What follows belongs to an exercise in optimizing a design on an open flow for small area and a short achievable clock period; a production flow would make more cautious choices. Function was not checked in any run shown here: the RTL went through the layout flow alone. Power and IR drop assume default switching activity.

File: flow/design.v
package cpu_pkg;
  localparam int unsigned OPCODE_W = 4;
  localparam int unsigned IMM_W    = 4;
  localparam int unsigned INSTR_W  = OPCODE_W + IMM_W;
  localparam logic [OPCODE_W-1:0] HALT_OPCODE_DEFAULT = 4'hF;
  typedef enum logic [1:0] {
    ST_IDLE,
    ST_RUN,
    ST_DRAIN,
    ST_HALT
  } fetch_state_t;
endpackage
import cpu_pkg::*;
module instr_mem #(
  parameter int unsigned DEPTH = 256,
  parameter int unsigned GRP   = 16
) (
  input  logic                        clk,
  input  logic [DEPTH-1:0]            wsel_a,
  input  logic [DEPTH-1:0]            wsel_b,
  input  logic [cpu_pkg::INSTR_W-1:0] wdata_n,
  input  logic [DEPTH/GRP-1:0]        rhi,
  input  logic [GRP-1:0]              rlo,
  output logic [cpu_pkg::INSTR_W-1:0] rdata
);
  localparam int unsigned W = cpu_pkg::INSTR_W;
  logic [DEPTH*W-1:0] cells_q;
  logic [DEPTH*W-1:0] cells_d;
  always_comb begin
    for (int r = 0; r < DEPTH; r++) begin
      for (int b = 0; b < W; b++) begin
        cells_d[r*W+b] = ~((~cells_q[r*W+b] & ~wsel_a[r]) | (wsel_b[r] & wdata_n[b]));
      end
    end
  end
  always_ff @(posedge clk) begin
    cells_q <= cells_d;
  end
  always_comb begin
    rdata = '0;
    for (int g = 0; g < DEPTH/GRP; g++) begin
      logic [W-1:0] grp;
      grp = '0;
      for (int l = 0; l < GRP; l++) begin
        grp = grp | (cells_q[(g*GRP+l)*W +: W] & {W{rlo[l]}});
      end
      rdata = rdata | (grp & {W{rhi[g]}});
    end
  end
endmodule
import cpu_pkg::*;
module fetch_unit #(
  parameter int unsigned                   MEM_DEPTH   = 256,
  parameter logic [cpu_pkg::OPCODE_W-1:0]  HALT_OPCODE = cpu_pkg::HALT_OPCODE_DEFAULT
) (
  input  logic         clk,
  input  logic         rst_n,
  input  logic         start,
  input  logic         prog_we,
  input  logic [7:0]   prog_addr,
  input  logic [7:0]   prog_data,
  output logic [7:0]   instr_out,
  output logic         instr_valid,
  input  logic         instr_ready,
  input  logic         jump_en,
  input  logic [7:0]   jump_target,
  output logic [7:0]   pc_out,
  output logic         halted
);
  cpu_pkg::fetch_state_t state_q, state_d;
  logic [7:0]         pc_q, pc_d;
  logic [15:0]        pc_hi_q, pc_hi_d;
  logic [15:0]        pc_lo_q, pc_lo_d;
  logic [INSTR_W-1:0] instr_q, instr_d;
  logic               valid_q, valid_d;
  logic               halted_q;
  logic [INSTR_W-1:0] mem_rdata;
  logic               loadable, we;
  logic               fetch, jump;
  logic [15:0]        whi, wlo;
  logic [255:0]       wsel;
  assign loadable = (state_q == ST_IDLE) || (state_q == ST_HALT);
  assign we       = prog_we && loadable;
  always_comb begin
    for (int i = 0; i < 16; i++) begin
      whi[i] = we && (prog_addr[7:4] == i[3:0]);
      wlo[i] = (prog_addr[3:0] == i[3:0]);
    end
    for (int r = 0; r < 256; r++) wsel[r] = whi[r/16] && wlo[r%16];
  end
  instr_mem #(
    .DEPTH (256),
    .GRP   (16)
  ) u_mem (
    .clk     (clk),
    .wsel_a  (wsel),
    .wsel_b  (wsel),
    .wdata_n (~prog_data),
    .rhi     (pc_hi_q),
    .rlo     (pc_lo_q),
    .rdata   (mem_rdata)
  );
  always_ff @(posedge clk or negedge rst_n) begin
    if (!rst_n) begin
      state_q  <= ST_IDLE;
      pc_q     <= '0;
      pc_hi_q  <= 16'h0001;
      pc_lo_q  <= 16'h0001;
      instr_q  <= '0;
      valid_q  <= 1'b0;
      halted_q <= 1'b0;
    end else begin
      state_q  <= state_d;
      pc_q     <= pc_d;
      pc_hi_q  <= pc_hi_d;
      pc_lo_q  <= pc_lo_d;
      instr_q  <= instr_d;
      valid_q  <= valid_d;
      halted_q <= (state_d == ST_HALT);
    end
  end
  assign jump  = jump_en && ((state_q == ST_RUN) || (state_q == ST_DRAIN));
  assign fetch = (state_q == ST_RUN) && !jump_en && (!valid_q || instr_ready);
  always_comb begin
    state_d = state_q;
    valid_d = valid_q;
    unique case (state_q)
      ST_IDLE, ST_HALT: begin
        if (start) begin
          valid_d = 1'b0;
          state_d = ST_RUN;
        end
      end
      ST_RUN: begin
        if (jump_en) begin
          valid_d = 1'b0;
        end else if (!valid_q || instr_ready) begin
          valid_d = 1'b1;
          if (mem_rdata[INSTR_W-1 -: OPCODE_W] == HALT_OPCODE) state_d = ST_DRAIN;
        end
      end
      ST_DRAIN: begin
        if (jump_en) begin
          valid_d = 1'b0;
          state_d = ST_RUN;
        end else if (valid_q && instr_ready) begin
          valid_d = 1'b0;
          state_d = ST_HALT;
        end
      end
      default: state_d = ST_IDLE;
    endcase
  end
  always_comb begin
    pc_d    = pc_q;
    pc_hi_d = pc_hi_q;
    pc_lo_d = pc_lo_q;
    if (loadable && start) begin
      pc_d    = '0;
      pc_hi_d = 16'h0001;
      pc_lo_d = 16'h0001;
    end else if (jump) begin
      pc_d = jump_target;
      for (int i = 0; i < 16; i++) begin
        pc_hi_d[i] = (jump_target[7:4] == i[3:0]);
        pc_lo_d[i] = (jump_target[3:0] == i[3:0]);
      end
    end else if (fetch) begin
      pc_d    = pc_q + 8'd1;
      pc_lo_d = {pc_lo_q[14:0], pc_lo_q[15]};
      if (pc_lo_q[15]) pc_hi_d = {pc_hi_q[14:0], pc_hi_q[15]};
    end
  end
  assign instr_d = fetch ? mem_rdata : instr_q;
  assign instr_out   = instr_q;
  assign instr_valid = valid_q;
  assign pc_out      = pc_q;
  assign halted      = halted_q;
endmodule
File: flow/run.sh
#!/bin/bash
# synth_recipe.tcl (not shown) runs the flow's synth.tcl, then flattens the netlist and writes it again
# the make line also repeats each setting of config.mk as NAME=value (left out here)
make -C /OpenROAD-flow-scripts/flow DESIGN_CONFIG=/design/flow/config.mk WORK_HOME=/design/flow/orfs CLKGATE_MAP_FILE= SYNTH_SCRIPT=/design/flow/synth_recipe.tcl finish
File: flow/config.mk
export PLATFORM = sky130hd
export DESIGN_NAME = fetch_unit
export DESIGN_NICKNAME = fetch_unit
export VERILOG_FILES = /design/flow/design.v
export SDC_FILE = /design/flow/constraint.sdc
export NUM_CORES = 4
export LEC_CHECK = 0
export CAP_MARGIN = 20
export CORE_MARGIN = 2
export CORE_UTILIZATION = 40
export SETUP_SLACK_MARGIN = 0.15
export SLEW_MARGIN = 20
export SYNTH_HIERARCHICAL = 1
File: flow/constraint.sdc
create_clock -name core_clock -period 4.1 [get_ports {clk}]
set_input_delay 0.8200 -clock core_clock [delete_from_list [all_inputs] [get_ports {clk}]]
set_output_delay 0.8200 -clock core_clock [all_outputs]
set_load 0.01 [all_outputs]
==> results of run 1 <==
per-layer routing:
layer	up-vias	part of all wire (%)	GRT usage, %
met5	-	0.015	0
met4	6	4.2	10.45
met3	514	6.3	3.478
met2	2319	46	40.73
met1	31480	43	33.10
li1	31540	-	-
layout make-up:
| class | count | area [um^2] |
|---|---|---|
| Fill cell | 18430 | 104300 |
| Sequential cell | 2100 | 42360 |
| Multi-Input combinational cell | 6122 | 31110 |
| Clock buffer | 306 | 6023 |
| Timing Repair Buffer | 545 | 4785 |
| Tap cell | 2526 | 3161 |
| Clock inverter | 66 | 700.7 |
| Inverter | 18 | 127.6 |
| Antenna cell | 6 | 15.01 |
kinds of logic after synthesis:
family / Yosys count
DFF: 2100
muxes: 9
AOI/OAI and AO/OA: 3286
adders and majority gates: 3
xor gates and xnor gates: 7
and+or+nand+nor: 2817
buffers and inverters: 1039
power groups by stage:
stage / Clock [uW] / Sequential [uW] / Combinational [uW]
after global routing: 20000 / 24000 / 6350
after detailed placement: 0 / 24200 / 5820
final: 18900 / 23800 / 5940
after global placement: 0 / 24100 / 5690
after CTS: 19200 / 23700 / 5840
after floorplan: 0 / 23500 / 3750
per-stage QoR:
step | utilization (%) | instance area (um^2) | total power [uW] | cells | hold slack [ns]
4_1_cts | 45.81 | 88220 | 48750 | 11680 | 0.1453
5_1_grt | 45.84 | 88270 | 50360 | 11690 | 0.4835
6_report | 45.84 | 88280 | 48650 | 11690 | 0.4714
3_5_place_dp | 42.32 | 81500 | 30000 | 11310 | 0.4627
3_3_place_gp | 42.32 | 81500 | 29800 | 11310 | 0.4598
2_1_floorplan | - | 77580 | 27270 | 9261 | 0.4503
path summary, 6_finish.rpt:
check	to	cells past startpoint	from	slack, ns
hold reg to reg	u_mem.cells_q[1887]$_DFF_P_	2	u_mem.cells_q[1887]$_DFF_P_	0.47
max in group asynchronous	instr_q[3]$_DFFE_PN0P_	3	rst_n	2.90
hold / removal	u_mem.cells_q[1887]$_DFF_P_	2	u_mem.cells_q[1887]$_DFF_P_	0.47
min in group asynchronous	valid_q$_DFFE_PN0P_	2	rst_n	0.52
setup / recovery	halted_q$_DFF_PN0_	10	pc_lo_q[5]$_DFFE_PN0P_	0.08
setup reg to reg	halted_q$_DFF_PN0_	10	pc_lo_q[5]$_DFFE_PN0P_	0.08
flip-flops by register name, summed over array words and instances, names as in the netlist:
signal and cells:
u_mem.cells_q 2048, pc_hi_q 16, pc_lo_q 16, instr_q 8, pc_q 8, state_q 2, halted_q 1, valid_q 1
worst max-delay path, cell delays in order, from the launching register on:
cell and delay, ns:
dfrtp_4 0.63, buf_4 0.34, a22oi_1 0.35, nand4_1 0.27, o31ai_1 0.40, nand4_1 0.46, or4_1 0.64, nand4_1 0.32
nor3_1 0.12, o221a_2 0.26, a31oi_1 0.14
cell usage in the layout, fill, tap and decap left out, drive strengths merged, types with 15 or more instances in the layout:
| cell | n |
|---|---|
| nor2 | 2315 |
| clkdlybuf4s50 | 46 |
| dfxtp | 2048 |
| nand2 | 281 |
| nand3 | 15 |
| clkbuf | 306 |
| buf | 498 |
| a22o | 17 |
| o31ai | 112 |
| a221oi | 16 |
| clkinv | 43 |
| inv | 25 |
| dfrtp | 50 |
| nand4 | 160 |
| a21oi | 2054 |
| o2bb2ai | 31 |
| a22oi | 1016 |
timing repair:
| action | 4_1_cts | 5_1_grt |
|---|---|---|
| pin swaps | 1 | 3 |
| hold buffers | 0 | 1 |
| endpoints found under the setup margin | 1 | 1 |
| endpoints found under the hold margin | 0 | 14 |
| gates resized for setup | 0 | 6 |
| gates cloned | 0 | 0 |
==> results.yml, run 1 <==
logic_synthesis:
  yosysTopAreaCellShare_pct: 52.85
  synth_xor_area_share_pct: 0.07903
  syn_inst: 9261
  synthFlopType: "dfxtp_1"
  synth_seq_cells: 2100
  ys_warn_count: 8
  synth_top_area_cell: "dfxtp_1"
  synth_top_family_by_area: "compound AO/OA/AOI/OAI gates"
  synth_compound_area_share_pct: 25.34
  synthTopCellsByArea: "dfxtp_1 53%, a21oi_1 13%, nor2_1 11%"
  synth.top_cells.by_count: "2,313 x nor2_1, 2,052 x a21oi_1, 2,048 x dfxtp_1"
  ys_types: 54
  yosys.area_share.simple_pct: 14.40
  synthArstFlopShare_pct: 2.476
  synthMuxAreaShare_pct: 0.1290
  synth_fa_ha_area_share_pct: 0.04838
  syn-num-nets: 9294
  synth.most_common_cell: "nor2_1"
  netlist_area_um2: 77580
  seq_area_frac_synth_pct: 54.53
  synth_edf_count: 0
  syn_area_per_cell_um2: 8.377
power_and_ir_drop:
  p_per_area_nw_per_um2: 551.1
  irDropWorstVdd_uv: 484.8
  switching_share_pct: 27.64
  switchingPower_uw: 13450
  seqPwrFrac_pct: 48.9
  p_int_uw: 35210
  p_leak_uw: 0.03506
  power_frac_clock_pct: 38.9
  combPwrFrac_pct: 12.2
clock_tree:
  clkTransAtPathRegs_ns: 0.06
  cts_sinks: 2100
  clock_latency_ns: 0.84
  htreeDepth: 4
  cts_buffers: 204
  cts.path.max_buffers: 3
  cts_root_buffer: "clkbuf_16"
  cts_tree: "yes"
  post-cts-setup-buffer-count: 0
routing:
  drt_iter0_markers: 6393
  via_per_inst: 5.635
  postRouteAntennaNets: 0
  vias: 65860
  routed_wl_mm: 256.3
  remaining_drc_errors: 0
  drt_pre_antenna_iters: 8
  wire_per_inst_um: 21.93
timing:
  finalMaxSlewViolations: 0
  slew_headroom_pct: 34.28
  fin_crit_sh_pct: 98.10
  rsz0062_at_grt: "no"
  worst_slack_ns: 0.07774
  skew_ns: 0.02927
  worst_pin_slew_ns: 0.9822
  fin_crit_ns: 4.022
  hold_violations: 0
  setup_tns_ns: 0
  max_freq_mhz: 248.6
  setup_viol: 0
critical_path:
  required_ns: 4.86
  crit_arrival_ns: 4.78
  cp-start-kind: "register"
  worstPathMaxFanout: 31
  critPathKind: "register to register"
  end_kind: "register"
place:
  hpwl_mm: 164.2
  place_ws_ns: 0.1400
  place_congestion: 0.8576
  port_buffers: 47
global_routing:
  grt_pass1_vias: 61190
  grt_max_degree: 97
  grt_pass1_wl_mm: 380.2
  grt_antenna_before_repair: 11
  grt_use_total_pct: 24.96
  grt_overflow: 0
layout:
  drive_above_1_share_pct: 9.654
  area_growth_pct: 13.79
  nets: 9024
floorplan:
  die_area_um2: 197500
  die_h_um: 444.4
  rows: 161
  fp.dieW_um: 444.4
  pin_count: 48
  placeableCoreArea_um2: 192600
  start_util_pct: 40.28
hold_path:
  hp-class: "register to register"
status:
  outcome: "no timing/DRC/antenna violations"
job:
  cap_viol_max_count: 0
==> run 2, diff against run 1 <==
--- a/flow/design.v
+++ b/flow/design.v
@@ -18,5 +18,5 @@
   input  logic                        clk,
-  input  logic [DEPTH-1:0]            wsel_a,
-  input  logic [DEPTH-1:0]            wsel_b,
-  input  logic [cpu_pkg::INSTR_W-1:0] wdata_n,
+  input  logic [DEPTH-1:0]            wsel,
+  input  logic [DEPTH-1:0]            wsel_n,
+  input  logic [cpu_pkg::INSTR_W-1:0] wcol,
   input  logic [DEPTH/GRP-1:0]        rhi,
@@ -31,3 +31,3 @@
       for (int b = 0; b < W; b++) begin
-        cells_d[r*W+b] = ~((~cells_q[r*W+b] & ~wsel_a[r]) | (wsel_b[r] & wdata_n[b]));
+        cells_d[r*W+b] = ~((cells_q[r*W+b] | wsel[r]) & (wsel_n[r] | wcol[b]));
       end
@@ -80,3 +80,5 @@
   logic [15:0]        whi, wlo;
-  logic [255:0]       wsel;
+  logic [255:0]       wsel, wsel_n;
+  logic               phase_q;
+  logic [INSTR_W-1:0] mem_raw;
   assign loadable = (state_q == ST_IDLE) || (state_q == ST_HALT);
@@ -88,3 +90,9 @@
     end
-    for (int r = 0; r < 256; r++) wsel[r] = whi[r/16] && wlo[r%16];
+    for (int r = 0; r < 256; r++) begin
+      wsel[r]   = whi[r/16] && wlo[r%16];
+      wsel_n[r] = !(whi[r/16] && wlo[r%16]);
+    end
+  end
+  always_ff @(posedge clk) begin
+    phase_q <= !phase_q;
   end
@@ -95,9 +103,10 @@
     .clk     (clk),
-    .wsel_a  (wsel),
-    .wsel_b  (wsel),
-    .wdata_n (~prog_data),
+    .wsel    (wsel),
+    .wsel_n  (wsel_n),
+    .wcol    (prog_data ^ {INSTR_W{phase_q}}),
     .rhi     (pc_hi_q),
     .rlo     (pc_lo_q),
-    .rdata   (mem_rdata)
+    .rdata   (mem_raw)
   );
+  assign mem_rdata = mem_raw ^ {INSTR_W{phase_q}};
   always_ff @(posedge clk or negedge rst_n) begin
==> run 2 against run 1 <==
Against the previous run: flip-flop and latch count up 1; largest power group unchanged; highest routed layer unchanged; still clean on timing, DRC and antenna; clock skew rose by 0.0013 ns; combinational power rose by 29%; largest cell class unchanged; sequential power about the same.
==> results.yml, run 2 <==
critical_path:
  cp-start-kind: "register"
  required_ns: 4.81
  crit_path_top_delay_cell: "or4b_4"
  critPathKind: "register to register"
  crit_chain: "buf_16, a22oi_1, nand4_1, o31ai_2, nand4_1, buf_4, or4_4, or4b_4, a2111oi_4, or3_4, a22oi_2"
  cp_common_cell: "nand4_1"
  crit_arrival_ns: 4.73
  end_kind: "register"
  worstPathMaxFanout: 17
  critical_path.max_stage_delay_ns: 0.60
global_routing:
  grt_overflow: 0
  grt_pass1_wl_mm: 405.5
  grt_antenna_before_repair: 3
  grt_max_degree: 111
  grt_pass1_vias: 61540
  grt_use_total_pct: 28.36
power_and_ir_drop:
  p_leak_uw: 0.03196
  p_per_area_nw_per_um2: 597.5
  irDropWorstVdd_uv: 434.9
hold_path:
  hp-class: "primary input to async pin"
logic_synthesis:
  synth_edf_count: 0
  ys_warn_count: 8
  yosysTopAreaCellShare_pct: 55.45
  synth_top_area_cell: "dfxtp_1"
  synth.most_common_cell: "o22ai_1"
  syn-num-nets: 7641
  synthArstFlopShare_pct: 2.475
  synthTopCellsByArea: "dfxtp_1 55%, o22ai_1 17%, a22oi_1 11%"
  syn_area_per_cell_um2: 9.724
  syn_inst: 7608
  ys_types: 52
  synth.top_cells.by_count: "2,051 x o22ai_1, 2,049 x dfxtp_1, 1,043 x a22oi_1"
  synth_seq_cells: 2101
  synthFlopType: "dfxtp_1"
  seq_area_frac_synth_pct: 57.21
  netlist_area_um2: 73980
routing:
  via_per_inst: 6.614
  drt_pre_antenna_iters: 7
  routed_wl_mm: 278.3
  drt_iter0_markers: 8288
  remaining_drc_errors: 0
  wire_per_inst_um: 28.24
  postRouteAntennaNets: 0
  vias: 65170
layout:
  fill_cells: 17050
  ff_latch_area_um2: 42380
  layout.cells.non_filler: 9852
  area_growth_pct: 14.89
  nets: 7243
  top_register: "u_mem.cells_q"
  drive_above_1_share_pct: 11.65
  top_regs: "u_mem.cells_q: 2048 flops, pc_hi_q: 16 flops, pc_lo_q: 16 flops"
  largest_register_ffs: 2048
  layout_commonest_cell: "o22ai_1"
  multi_input_area_um2: 27610
  fin_area_um2: 85000
  layout_common_cells: "2,051 x o22ai_1, 2,048 x dfxtp_1, 1,019 x a22oi_1, 558 x nand2_1, 320 x buf_4"
timing:
  max_freq_mhz: 248.7
  skew_ns: 0.03061
  finalMaxSlewViolations: 0
  slew_headroom_pct: 30.92
  worst_pin_slew_ns: 1.035
  fin_crit_ns: 4.020
  rsz0062_at_grt: "yes"
  fin_crit_sh_pct: 98.05
  setup_viol: 0
  hold_violations: 0
clock_tree:
  cts.path.max_buffers: 3
  cts_sinks: 2101
  htreeDepth: 4
  clock_latency_ns: 0.87
  cts_tree: "yes"
  cts_root_buffer: "clkbuf_16"
  cts_buffers: 205
  clkTransAtPathRegs_ns: 0.06
floorplan:
  die_h_um: 434.1
  die_area_um2: 188400
  placeableCoreArea_um2: 183500
  start_util_pct: 40.32
  rows: 157
  pin_count: 48
  fp.dieW_um: 434.1
place:
  place_congestion: 0.9362
  post-place-cells: 9440
  dpl_cell_area_um2: 77260
  port_buffers: 47
  hpwl_mm: 179.7
job:
  cap_viol_max_count: 0
status:
  outcome: "no timing/DRC/antenna violations"
[run 2: cell count changes after synthesis, moves of 27 or more]
cell	delta
a21oi_1	-2040
a22oi_1	+27
buf_2	-39
clkbuf_1	+68
inv_1	+58
nand2_1	+279
nor2_1	-2085
o22ai_1	+2049
[run 2: layout make-up]
type | count | area share, %
Antenna cell | 7 | 0.02061
Inverter | 76 | 0.3356
Timing Repair Buffer | 457 | 5.391
Tap cell | 2464 | 3.627
Multi-Input combinational cell | 4369 | 32.49
Sequential cell | 2101 | 49.87
Clock inverter | 65 | 1.036
Clock buffer | 313 | 7.237
[run 2: final timing paths]
kind | startpoint | slack [ns] | to | depth (start not counted)
min in group core_clock | u_mem.cells_q[87]$_DFF_P_ | 0.45 | u_mem.cells_q[87]$_DFF_P_ | 1
hold / removal | rst_n | 0.09 | pc_q[1]$_DFFE_PN0P_ | 1
setup / recovery | pc_lo_q[3]$_DFFE_PN0P_ | 0.08 | halted_q$_DFF_PN0_ | 11
hold reg to reg | u_mem.cells_q[87]$_DFF_P_ | 0.45 | u_mem.cells_q[87]$_DFF_P_ | 1
max in group asynchronous | rst_n | 3.09 | pc_hi_q[0]$_DFFE_PN1P_ | 2
setup reg to reg | pc_lo_q[3]$_DFFE_PN0P_ | 0.08 | halted_q$_DFF_PN0_ | 11
[run 2: kinds of logic (layout without fill, tap and decap cells)]
| kind of cell | count (synthesis) | count (layout) | synth area share (%) |
|---|---|---|---|
| other | 0 | 7 | 0 |
| XOR/XNOR | 16 | 16 | 0.1894 |
| AO/OA/AOI/OAI | 3307 | 3307 | 30.07 |
| buffers and inverters | 1138 | 911 | 6.286 |
| multiplexers | 2 | 2 | 0.02875 |
| adder cells (fa/ha/maj) | 3 | 3 | 0.05074 |
| flip-flops | 2101 | 2101 | 57.21 |
| AND/OR/NAND/NOR | 1041 | 1041 | 6.168 |
[run 2: what timing repair did]
action                                  in CTS  in global routing
gates resized for setup                     28                 47
hold buffers                                 0                  0
gates cloned                                 1                  0
setup buffers                               17                  9
endpoints found under the setup margin       3                  3
pin swaps                                    9                 13
[run 2: critical path: cells and delay by family, from the launching register on]
family | cells | cell delay, ns
AND/OR/NAND/NOR | 5 | 1.80
AO/OA/AOI/OAI | 4 | 1.05
buffers and inverters | 2 | 0.44
flip-flops | 1 | 0.54
[run 2: stage by stage]
step | hold WS (ns) | utilization (%) | setup WS [ns] | TNS, ns | power [uW]
3_3_place_gp | 0.4352 | 42.11 | -0.1898 | -0.4099 | 30700
5_1_grt | 0.1248 | 46.32 | 0.07685 | 0 | 52180
3_5_place_dp | 0.4404 | 42.11 | -0.1633 | -0.3228 | 30830
2_1_floorplan | 0.4227 | - | 1.005 | 0 | 27530
6_report | 0.09195 | 46.33 | 0.07981 | 0 | 50790
4_1_cts | 0.06824 | 46.14 | 0.1520 | 0 | 50470
[run 2: routing by layer]
metal	vias up	part of all wire (%)	global-route usage, %
li1	28480	-	-
met1	32210	41	38.39
met2	3795	43	41.63
met3	686	11	7.015
met4	2	5.4	14.85
met5	-	0.0058	0
[run 2: power breakdown]
| group | internal [uW] | switching, uW |
|---|---|---|
| Combinational | 2620 | 5030 |
| Sequential | 22100 | 1370 |
| Clock | 11400 | 8210 |
| Total | 36200 | 14600 |
==> run 3, diff against run 2 <==
--- a/flow/config.mk
+++ b/flow/config.mk
@@ -10,3 +10,3 @@
 export CORE_UTILIZATION = 40
-export SETUP_SLACK_MARGIN = 0.15
+export SETUP_SLACK_MARGIN = 1.7
 export SLEW_MARGIN = 20
==> run 3 against run 2 <==
Against the previous run: now fails the layout checks on setup timing; synthesized cell count stayed put; register-to-register slack worse by 0.16 ns; combinational power is 11% higher; sequential share of layout area is 1.4 points lower; non-clock buffer count is 37 higher; worst setup slack worse by 0.16 ns; critical path type unchanged; largest power group unchanged.
==> results.yml, run 3 <==
global_routing:
  grt_pass1_vias: 62810
  use_met2_pct: 43.95
  grt_max_degree: 105
  grt_pass1_wl_mm: 412.9
  grt_antenna_before_repair: 11
  grt_use_total_pct: 28.85
  use_met1_pct: 38.06
  grt_busiest_layer: "met2"
  grt_overflow: 0
  grt_use_met3_pct: 6.448
clock_tree:
  cts_tree: "yes"
  cts.path.max_buffers: 3
  clkTransAtPathRegs_ns: 0.07
  clock_latency_ns: 0.87
  cts_sinks: 2101
  cts_root_buffer: "clkbuf_16"
  cts_buffers: 208
  htreeDepth: 4
power_and_ir_drop:
  irDropWorstVdd_uv: 541.9
  switchingPower_uw: 15280
  p_leak_uw: 0.03279
  seqPwrFrac_pct: 44.9
  switching_share_pct: 29.15
  p_int_uw: 37140
  power_frac_clock_pct: 38.9
  combPwrFrac_pct: 16.3
  p_per_area_nw_per_um2: 599.3
routing:
  wire_per_inst_um: 28.85
  vias: 65740
  routed_wl_mm: 285.5
  remaining_drc_errors: 0
  via_per_inst: 6.643
  drt_iter0_markers: 8658
  postRouteAntennaNets: 0
  drt_pre_antenna_iters: 8
timing:
  finalMaxSlewViolations: 0
  setup_viol: 2
  max_freq_mhz: 239.0
  fin_crit_sh_pct: 102.1
  worst_slack_ns: -0.08432
  hold_violations: 0
  rsz0062_at_grt: "yes"
  worst_pin_slew_ns: 1.119
  slew_headroom_pct: 25.39
  fin_crit_ns: 4.184
  skew_ns: 0.03229
  worst_hold_slack_ns: 0.4479
layout:
  nets: 7283
  largest_register_ffs: 2048
  layout_common_cells: "2,048 x dfxtp_1, 2,044 x o22ai_1, 985 x a22oi_1, 407 x nand2_1, 321 x buf_4"
  drive_above_1_share_pct: 17.84
  top_register: "u_mem.cells_q"
  layout_commonest_cell: "dfxtp_1"
  area_growth_pct: 18.22
  top_regs: "u_mem.cells_q: 2048 flops, pc_hi_q: 16 flops, pc_lo_q: 16 flops"
  layout.cells.non_filler: 9895
critical_path:
  critPathKind: "register to register"
  end_kind: "register"
  crit_buf_inv: 5
  crit_family: "simple AND/OR/NAND/NOR gates"
  reg2regPathDepth: 14
  reg2reg_to: "halted_q$_DFF_PN0_"
  crit_chain: "buf_12, buf_12, a22oi_2, nand4_1, o31ai_1, buf_4, nand4_1, buf_4, or4_4, or4b_4, a2111oi_4, buf_4, o21ai_2, a22oi_2"
  regToRegSetupSlack_ns: -0.08
  cp-start-kind: "register"
  r2r_start: "pc_lo_q[7]$_DFFE_PN0P_"
  worstPathMaxFanout: 5
  critical_path.max_stage_delay_ns: 0.57
  crit_arrival_ns: 4.95
  crit_path_top_delay_cell: "or4b_4"
  cp_common_cell: "buf_4"
  required_ns: 4.86
place:
  hpwl_mm: 179.8
  port_buffers: 47
  place_congestion: 0.9456
  post-place-cells: 9430
logic_synthesis:
  synth_top_area_cell: "dfxtp_1"
  ys_types: 52
  syn-num-nets: 7641
  synth.most_common_cell: "o22ai_1"
  synth.top_cells.by_count: "2,051 x o22ai_1, 2,049 x dfxtp_1, 1,043 x a22oi_1"
  synth_edf_count: 0
  syn_inst: 7608
  synthTopCellsByArea: "dfxtp_1 55%, o22ai_1 17%, a22oi_1 11%"
  synth_seq_cells: 2101
  ys_warn_count: 8
  syn_area_per_cell_um2: 9.724
  synthArstFlopShare_pct: 2.475
  synthFlopType: "dfxtp_1"
  netlist_area_um2: 73980
  seq_area_frac_synth_pct: 57.21
  yosysTopAreaCellShare_pct: 55.45
status:
  outcome: "complete, but fails checks"
  so_faults: "setup timing"
job:
  cap_viol_max_count: 0
floorplan:
  fp.dieW_um: 434.1
  placeableCoreArea_um2: 183500
  pin_count: 48
  start_util_pct: 40.32
  rows: 157
  die_h_um: 434.1
  die_area_um2: 188400
hold_path:
  hp-class: "register to register"
  holdPathStages: 1
  holdPathEnd: "u_mem.cells_q[679]$_DFF_P_"
  min_from: "u_mem.cells_q[679]$_DFF_P_"
==> run 3: cell counts after synthesis <==
No cell type changed its count.
==> run 3: worst register-to-register path: cells and delay by family, from the launching register on <==
family | cells | cell delay (ns)
AO/OA/AOI/OAI | 5 | 1.03
flip-flops | 1 | 0.56
buffers and inverters | 5 | 0.97
AND/OR/NAND/NOR | 4 | 1.52
==> run 3: cells by family (layout without fill, tap and decap cells) <==
logic type                 after synthesis  in the layout  synth area share, %
AOI/OAI and AO/OA                     3307           3307                30.07
DFF                                   2101           2101                57.21
xor gates and xnor gates                16             16               0.1894
buffers and inverters                 1138            957                6.286
and+or+nand+nor                       1041           1041                6.168
adders and majority gates                3              3              0.05074
muxes                                    2              2              0.02875
other                                    0              4                    0
==> run 3: worst max path at each step <==
| stage | to | start | slack [ns] | cells after the start |
|---|---|---|---|---|
| 2_1_floorplan | halted_q$_DFF_PN0_ | pc_lo_q[5]$_DFFE_PN0P_ | 1.08 | 11 |
| 3_3_place_gp | state_q[0]$_DFF_PN0_ | pc_lo_q[7]$_DFFE_PN0P_ | -0.13 | 13 |
| 3_5_place_dp | state_q[0]$_DFF_PN0_ | pc_lo_q[7]$_DFFE_PN0P_ | -0.14 | 13 |
| 4_1_cts | halted_q$_DFF_PN0_ | pc_lo_q[7]$_DFFE_PN0P_ | 0.09 | 14 |
| 5_1_grt | halted_q$_DFF_PN0_ | pc_lo_q[5]$_DFFE_PN0P_ | -0.08 | 14 |
| 6_report | halted_q$_DFF_PN0_ | pc_lo_q[7]$_DFFE_PN0P_ | -0.08 | 14 |
==> run 3: area by class of cell <==
cell class	count	area [um^2]
fill	16850	96010
antenna	4	10.01
clock inverter	95	1321
timing repair buffer	494	5298
inverter	76	292.8
sequential	2101	42390
multi-input combinational	4369	29010
tap	2464	3083
clock buffer	292	6056
==> run 3: stage by stage <==
step	TNS [ns]	instance area [um^2]	utilization, %	setup WS (ns)	total power [uW]
global placement	-0.2583	77130	42.04	-0.1282	30720
global route	-0.1107	87460	47.67	-0.07569	53820
CTS	0	85970	46.86	0.08780	51720
floorplan	0	74050	-	1.080	27580
detailed placement	-0.2908	77130	42.04	-0.1423	30870
finish	-0.1212	87460	47.67	-0.08432	52420
==> run 3: power groups by stage <==
stage | logic [uW] | registers (uW) | clock network, uW
2_1_floorplan | 4320 | 23300 | 0
3_3_place_gp | 6900 | 23800 | 0
3_5_place_dp | 7020 | 23800 | 0
4_1_cts | 7770 | 23400 | 20500
5_1_grt | 8740 | 23700 | 21400
6_report | 8520 | 23500 | 20400
==> run 3: what timing repair did <==
action                                 in CTS  in global routing
setup endpoints to repair                2111               1463
pin swaps                                  46                 43
gates resized for setup                   262                352
endpoints found under the hold margin      21                  0
hold buffers                                1                  0
gates cloned                               10                  5
setup buffers                              32                 26
==> run 3: per-layer routing <==
| metal | wire length [um] | up-vias |
|---|---|---|
| met2 | 126600 | 3861 |
| met5 | 106 | - |
| li1 | - | 28590 |
| met3 | 30260 | 747 |
| met1 | 113400 | 32520 |
| met4 | 15200 | 12 |

## port drivers added, routing unchanged
Ports are ideal in the flow. The routed layouts listed here were re-timed in OpenROAD. Step 1 sets driving cells, clkbuf_16 on the clock port and buf_2 on the other inputs (assumed; they add their load-dependent delay and slew). Step 2 times the ports against the registers' clock, not the clock port: input delays grow and output delays shrink by t, the midpoint of the rising clock arrivals with the driver on. Three values: ideal ports, drivers, drivers and shift; two values: the first two.
| run | t (ns) | setup slack, ns | hold slack, ns | slew at the worst register clock pin (ns) | pins driven straight from the clock port |
|---|---|---|---|---|---|
| run 1 | 0.922 | 0.078 / 0.078 / 0.078 | 0.471 / 0.445 / 0.471 | 0.07 / 0.07 | 1 |
| run 2 | 0.939 | 0.080 / 0.080 / 0.080 | 0.092 / 0.030 / 0.446 | 0.07 / 0.07 | 1 |
| run 3 | 0.947 | -0.084 / -0.084 / -0.084 | 0.448 / 0.444 / 0.448 | 0.07 / 0.07 | 1 |
